From an optimization exercise on the open Yosys and OpenROAD flow, aimed at small area, a short achievable clock period and few clock cycles per item; shortcuts taken in it are not production practice.
Function was checked by simulation only, so behaviour that the tests miss may differ from the original.
Power is estimated from default activity; no workload was simulated.

`design/flow/config.mk`:
```
export PLATFORM = sky130hd
export DESIGN_NAME = sparse_compactor
export DESIGN_NICKNAME = sparse_compactor
export VERILOG_FILES = /design/flow/design.v
export SDC_FILE = /design/flow/constraint.sdc
export NUM_CORES = 4
export LEC_CHECK = 0
export ABC_CLOCK_PERIOD_IN_PS = 3000
export CAP_MARGIN = 20
export CORE_AREA = 5 5 455 455
export DIE_AREA = 0 0 460 460
export MIN_ROUTING_LAYER = met2
export SETUP_SLACK_MARGIN = 2.5
export SLEW_MARGIN = 20
export BUFFER_PORTS_ARGS = -buffer_cell sky130_fd_sc_hd__buf_1
```
`design/flow/standard.sh`:
```
#!/bin/bash
# synth_recipe.tcl (not shown) runs the flow's synth.tcl, then flattens the netlist and writes it again
# the make line also repeats each setting of config.mk as NAME=value (left out here)
make -C /OpenROAD-flow-scripts/flow DESIGN_CONFIG=/design/flow/config.mk WORK_HOME=/design/flow/orfs CLKGATE_MAP_FILE= SYNTH_SCRIPT=/design/flow/synth_recipe.tcl "${@:-finish}"
```
`design/flow/constraint.sdc`:
```
create_clock -name core_clock -period 5.0 [get_ports {clk}]
set_input_delay 1.0000 -clock core_clock [delete_from_list [all_inputs] [get_ports {clk}]]
set_output_delay 1.0000 -clock core_clock [all_outputs]
set_load 0.01 [all_outputs]
```
`design/flow/design.v`:
```
package compact_pkg;
	localparam int ELEM_W = 4 + 16;
	typedef logic signed [ELEM_W-1:0] elem_t;
	typedef logic [$clog2(16)-1:0] idx_t;
	typedef enum logic [1:0] {
		ST_IDLE,  
		ST_SCAN,  
		ST_HOLD   
	} scan_state_e;
endpackage
`timescale 1ns/1ps
module sparse_compactor (
	clk,
	reset,
	i_in_valid,
	o_in_ready,
	i_act,
	i_wgt,
	o_out_valid,
	i_out_taken,
	o_act,
	o_wgt
);
localparam int L = 16;
localparam int EW = compact_pkg::ELEM_W;
localparam int W = L * EW;
localparam int CW = 2 * 5 + 9;  
input clk, reset;
input i_in_valid;
output logic o_in_ready;
input logic [W-1:0] i_act;
input logic [W-1:0] i_wgt;
output logic o_out_valid;
input i_out_taken;
output logic [W-1:0] o_act;
output logic [W-1:0] o_wgt;
logic [W-1:0] act_a, wgt_a, act_b, wgt_b;
logic [W-1:0] act_q1, wgt_q1, act_q2, wgt_q2;
logic [CW-1:0] act_c, wgt_c, act_cq, wgt_cq;
logic full1, full2;
logic load;
logic take1, hold1, take2, hold2;
compact_front act_front (.i_vec(i_act), .o_vec(act_a), .o_cnt(act_c));
compact_front wgt_front (.i_vec(i_wgt), .o_vec(wgt_a), .o_cnt(wgt_c));
assign load = !full2 || i_out_taken;
assign o_in_ready = load;
assign o_out_valid = full2;
always_ff @(posedge clk) begin
	if (reset) begin
		full1 <= 1'b0;
		full2 <= 1'b0;
	end
	else if (load) begin
		full1 <= i_in_valid;
		full2 <= full1;
	end
end
assign take1 = load && i_in_valid;
assign hold1 = !load && full1;
assign take2 = load && full1;
assign hold2 = full2 && !i_out_taken;
always_ff @(posedge clk) begin
	act_q1 <= (act_a & {W{take1}}) | (act_q1 & {W{hold1}});
	wgt_q1 <= (wgt_a & {W{take1}}) | (wgt_q1 & {W{hold1}});
	act_cq <= (act_c & {CW{take1}}) | (act_cq & {CW{hold1}});
	wgt_cq <= (wgt_c & {CW{take1}}) | (wgt_cq & {CW{hold1}});
	act_q2 <= (act_b & {W{take2}}) | (act_q2 & {W{hold2}});
	wgt_q2 <= (wgt_b & {W{take2}}) | (wgt_q2 & {W{hold2}});
end
compact_back act_back (.i_vec(act_q1), .i_cnt(act_cq), .o_vec(act_b));
compact_back wgt_back (.i_vec(wgt_q1), .i_cnt(wgt_cq), .o_vec(wgt_b));
assign o_act = act_q2;
assign o_wgt = wgt_q2;
endmodule
module compact_front (
	input logic [16*compact_pkg::ELEM_W-1:0] i_vec,
	output logic [16*compact_pkg::ELEM_W-1:0] o_vec,
	output logic [2*5+9-1:0] o_cnt
);
logic [17*16-1:0] zc2, zc3;
compact_tree #(.FIRST(0), .LAST(2)) lv01 (
	.i_vec(i_vec), .i_zc('0), .i_raw(1'b1), .o_vec(o_vec), .o_zc(zc2));
compact_tree #(.FIRST(2), .LAST(3)) lv2c (
	.i_vec(o_vec), .i_zc(zc2), .i_raw(1'b0), .o_vec(), .o_zc(zc3));
assign o_cnt = {zc3[8:0], zc2[2*17 +: 5], zc2[0 +: 5]};
endmodule
module compact_back (
	input logic [16*compact_pkg::ELEM_W-1:0] i_vec,
	input logic [2*5+9-1:0] i_cnt,
	output logic [16*compact_pkg::ELEM_W-1:0] o_vec
);
logic [16*compact_pkg::ELEM_W-1:0] v3;
logic [17*16-1:0] zc2, zc3;
always_comb begin
	zc2 = '0;
	zc2[0 +: 5] = i_cnt[0 +: 5];
	zc2[2*17 +: 5] = i_cnt[5 +: 5];
	zc3 = '0;
	zc3[0 +: 9] = i_cnt[10 +: 9];
end
compact_tree #(.FIRST(2), .LAST(3)) lv2 (
	.i_vec(i_vec), .i_zc(zc2), .i_raw(1'b0), .o_vec(v3), .o_zc());
compact_tree #(.FIRST(3), .LAST(4)) lv3 (
	.i_vec(v3), .i_zc(zc3), .i_raw(1'b0), .o_vec(o_vec), .o_zc());
endmodule
module compact_tree #(
	parameter int FIRST = 0,
	parameter int LAST = 4
) (
	input logic [16*compact_pkg::ELEM_W-1:0] i_vec,
	input logic [17*16-1:0] i_zc,
	input logic i_raw,
	output logic [16*compact_pkg::ELEM_W-1:0] o_vec,
	output logic [17*16-1:0] o_zc
);
localparam int L = 16;
localparam int EW = compact_pkg::ELEM_W;
logic [EW-1:0] d [5][L];
logic [16:0] zc [5][L];
logic [EW-1:0] acc;
always_comb begin
	for (int k = 0; k < L; k++) begin
		d[FIRST][k] = i_vec[k*EW +: EW];
		zc[FIRST][k] = i_zc[17*k +: 17];
		if (i_raw) begin
			zc[FIRST][k] = '0;
			zc[FIRST][k][0] = (d[FIRST][k] != '0);
			zc[FIRST][k][1] = (d[FIRST][k] == '0);
		end
	end
	for (int lv = FIRST; lv < LAST; lv++) begin
		for (int b = 0; b < (L >> (lv + 1)); b++) begin
			zc[lv+1][b] = '0;
			for (int x = 0; x <= (1 << lv); x++) begin
				for (int y = 0; y <= (1 << lv); y++) begin
					zc[lv+1][b][x+y] = zc[lv+1][b][x+y] | (zc[lv][2*b][x] & zc[lv][2*b+1][y]);
				end
			end
			for (int p = 0; p < 2 * (1 << lv); p++) begin
				acc = (p < (1 << lv)) ? d[lv][2*b*(1 << lv) + p] : '0;
				for (int s = 0; s <= (1 << lv); s++) begin
					if (p - (1 << lv) + s >= 0 && p - (1 << lv) + s < (1 << lv)) begin
						acc = acc | ({EW{zc[lv][2*b][s]}} & d[lv][(2*b+1)*(1 << lv) + p - (1 << lv) + s]);
					end
				end
				d[lv+1][b*2*(1 << lv) + p] = acc;
			end
		end
		for (int b = (L >> (lv + 1)); b < L; b++) begin
			zc[lv+1][b] = '0;
		end
	end
	for (int k = 0; k < L; k++) begin
		o_vec[k*EW +: EW] = d[LAST][k];
		o_zc[17*k +: 17] = zc[LAST][k];
	end
end
endmodule
```
`design/flow/flow/run.sh`:
```
#!/bin/bash
# The standard layout, with plain buffers (buf_1, resized later as timing
# needs) on the ports instead of the delay cells buffer_ports picks by itself.
set -e
cd "$(dirname "$0")/.."
cp standard.sh standard_sh_copy.log
echo "export BUFFER_PORTS_ARGS = -buffer_cell sky130_fd_sc_hd__buf_1" >> "${FLOW_CONFIG:-config.mk}"
bash standard.sh > standard.log 2>&1
```
==> impl_metrics.env, run 1 <==
export IMPL_status="aborted with a tool error"
export IMPL_haltStage="global routing (5_1_grt)"
export IMPL_firstError="[ERROR GRT-0116] Global routing finished with congestion. Check the congestion regions in the DRC Viewer."
export IMPL_cts_root_buf="clkbuf_16"
export IMPL_synth_top_family_by_area="compound AO/OA/AOI/OAI gates"
export IMPL_synth_area_per_cell_um2=8.27
export IMPL_die_width_um=460
export IMPL_synth_edff_count=0
export IMPL_start_util=0.353
export IMPL_cts_buffers=153
export IMPL_clock_sinks=1320
export IMPL_port_buffers=1285
export IMPL_grt_max_degree=238
export IMPL_grt_pass1_vias=135000
export IMPL_syn_area_um2=71300
export IMPL_die_h_um=460
export IMPL_synthCells=8621
export IMPL_core_rowCount=165
export IMPL_synth_nets=9289
export IMPL_synthArstFlopShare=0
export IMPL_grt_overflow_total=38
export IMPL_synth_fa_ha_area_frac=0.00421
export IMPL_yosys_area_share_xor_xnor=0
export IMPL_grt_usage=0.846
export IMPL_ys_ff_latch=1320
export IMPL_gp_congestion=1.31
export IMPL_ys_flop_type="dfxtp_1"
export IMPL_synth_simple_area_share=0.133
export IMPL_post_place_ws_ns=0.860
export IMPL_ios=1286
export IMPL_synth_compound_area_share=0.426
export IMPL_hpwlAfterDp_um=400000
export IMPL_synthDistinctLibCells=64
export IMPL_yosys_warnings=11
export IMPL_synth_mux_area_frac=0.00261
export IMPL_ys_seq_area_frac=0.370
export IMPL_grt_pass1_wl_um=849000
export IMPL_cts_htree_levels=4
export IMPL_clock_path_buffers=3
-- power groups by stage --
stage | sequential (µW) | combinational [µW] | clock (µW)
4_1_cts | 11800 | 3460 | 12300
3_5_place_dp | 12100 | 3340 | 0
2_1_floorplan | 11500 | 1490 | 0
3_3_place_gp | 12000 | 3320 | 0
-- what timing repair did --
item | CTS
pin swaps | 77
cloned | 19
buffers inserted | 111
hold buffers | 0
setup endpoints to repair | 1266
resized for setup | 466
hold endpoints to repair | 0
-- how the worst max path moves through the flow --
stage	depth (start not counted)	slack [ns]	to	startpoint
2_1_floorplan	12	1.69	wgt_cq[14]	i_wgt[7]
3_3_place_gp	11	1.01	wgt_q1[107]	i_wgt[80]
3_5_place_dp	11	0.86	wgt_q1[109]	i_wgt[80]
4_1_cts	4	2.31	o_in_ready	full2
-- metal layers --
layer  GRT overflow  GRT usage
met1              -          -
met2              6      0.855
met3             26      0.916
met4              1      0.736
met5              5      0.758
-- metrics by stage --
| stage | util | cell area [µm²] | total power [µW] | std cells |
|---|---|---|---|---|
| 2_1_floorplan | - | 73500 | 13000 | 8621 |
| 3_5_place_dp | 0.388 | 78300 | 15400 | 11700 |
| 4_1_cts | 0.427 | 86300 | 27500 | 12100 |
| 3_3_place_gp | 0.388 | 78300 | 15400 | 11700 |
-- kinds of logic after synthesis --
logic type | Yosys count
AND/OR/NAND/NOR | 2173
adder cells (fa/ha/maj) | 24
buffers and inverters | 1148
AO/OA/AOI/OAI | 3938
flip-flops | 1320
multiplexers | 18
-- synthesized netlist by cell type, drive strengths merged (9+ instances only) --
cell,n,area (µm²)
nor2,36,165
a222oi,724,7250
nor4,138,955
nand3,149,763
a32oi,9,78.8
and3,22,140
a22oi,448,3360
a21o,404,3040
inv,67,251
nand4,128,801
nand2,1602,6030
or4,14,105
a22o,607,5320
a21oi,413,2070
nor3,10,55.1
dfxtp,1320,26400
ha,24,300
a221o,81,811
mux2i,13,130
a32o,44,440
or2,13,81.3
and2,52,327
a221oi,481,4240
o21ai,700,3500
clkbuf,868,3260
buf,212,1060
Testbench counts, summed over its fixed seeds: cycles 1,296, items 1,280.
==> inputs of run 2 (changes only) <==
==> design/flow/run.sh (new file) <==
#!/bin/bash
# synth_recipe.tcl (not shown) runs the flow's synth.tcl, then flattens the netlist and writes it again
# the make line also repeats each setting of config.mk as NAME=value (left out here)
make -C /OpenROAD-flow-scripts/flow DESIGN_CONFIG=/design/flow/config.mk WORK_HOME=/design/flow/orfs CLKGATE_MAP_FILE= SYNTH_SCRIPT=/design/flow/synth_recipe.tcl finish
--- a/design/flow/config.mk
+++ b/design/flow/config.mk
@@ -14,2 +14 @@
 export SLEW_MARGIN = 20
-export BUFFER_PORTS_ARGS = -buffer_cell sky130_fd_sc_hd__buf_1
removed: design/flow/flow/run.sh
removed: design/flow/standard.sh
==> impl_metrics.env, run 2 <==
export IMPL_grt_overflow_total=355
export IMPL_synthArstFlopShare=0
export IMPL_cts_htree_levels=4
export IMPL_hpwlAfterDp_um=405000
export IMPL_synthDistinctLibCells=64
export IMPL_firstError="[ERROR GRT-0116] Global routing finished with congestion. Check the congestion regions in the DRC Viewer."
export IMPL_gp_congestion=1.23
export IMPL_cts_buffers=150
export IMPL_ios=1286
export IMPL_cts_root_buf="clkbuf_16"
export IMPL_yosys_warnings=11
export IMPL_grt_pass1_vias=142000
export IMPL_status="aborted with a tool error"
export IMPL_port_buffers=1285
export IMPL_ys_flop_type="dfxtp_1"
export IMPL_core_rowCount=165
export IMPL_synthCells=8621
export IMPL_grt_pass1_wl_um=899000
export IMPL_synth_area_per_cell_um2=8.27
export IMPL_synth_edff_count=0
export IMPL_grt_usage=0.882
export IMPL_yosysMostFrequentCell="nand2_1"
export IMPL_die_h_um=460
export IMPL_synthTopCellsByArea="dfxtp_1, a222oi_1, nand2_1"
export IMPL_ys_ff_latch=1320
export IMPL_ctsHoldBuffers=0
export IMPL_post_place_ws_ns=0.616
export IMPL_yosys_area_top_type="dfxtp_1"
export IMPL_clock_path_buffers=3
export IMPL_synth_nets=9289
export IMPL_grt_max_degree=163
export IMPL_die_width_um=460
export IMPL_synth_common_cells="nand2_1, dfxtp_1, clkbuf_1"
export IMPL_synth_top_area_share=0.370
export IMPL_dpl_cell_area_um2=86500
export IMPL_start_util=0.353
export IMPL_haltStage="global routing (5_1_grt)"
export IMPL_ys_seq_area_frac=0.370
export IMPL_clock_sinks=1320
export IMPL_syn_area_um2=71300
-- run 2: cell counts after synthesis --
Identical to the previous run, type by type.
-- run 2: cells by family after synthesis --
kind of cell	Yosys count	synth area share
AO/OA/AOI/OAI	3938	0.426
AND/OR/NAND/NOR	2173	0.133
flip-flops	1320	0.370
buffers and inverters	1148	0.0642
adder cells (fa/ha/maj)	24	0.00421
multiplexers	18	0.00261
-- run 2: power by group through the flow --
stage,Clock (µW),Sequential (µW),Combinational (µW)
after CTS,12200,11800,3790
after detailed placement,0,12100,3770
after global placement,0,12100,3770
after floorplan,0,11500,1490
-- run 2: layer usage --
| metal | overflow | GRT usage |
|---|---|---|
| met5 | 59 | 0.819 |
| met1 | - | - |
| met3 | 226 | 0.948 |
| met4 | 31 | 0.771 |
| met2 | 39 | 0.891 |
-- run 2: stage by stage --
stage	instances	hold WS, ns	utilization	power [µW]
after CTS	12200	0.354	0.471	27800
after detailed placement	11700	0.441	0.428	15800
after global placement	11700	0.435	0.428	15800
after floorplan	8621	0.425	-	13000
-- run 2: worst min-delay path by stage --
stage                     slack [ns]     endpoint         from
after CTS                       0.35   wgt_q1[84]    i_wgt[84]
after floorplan                 0.43    act_q1[0]    act_q1[0]
after global placement          0.43  act_q2[113]  act_q2[113]
after detailed placement        0.44   wgt_q2[94]   wgt_q2[94]
-- run 2: repair_timing --
item | 4_1_cts
setup endpoints to repair | 1878
gates resized for setup | 3121
pin swaps | 172
buffers inserted | 148
gates cloned | 32
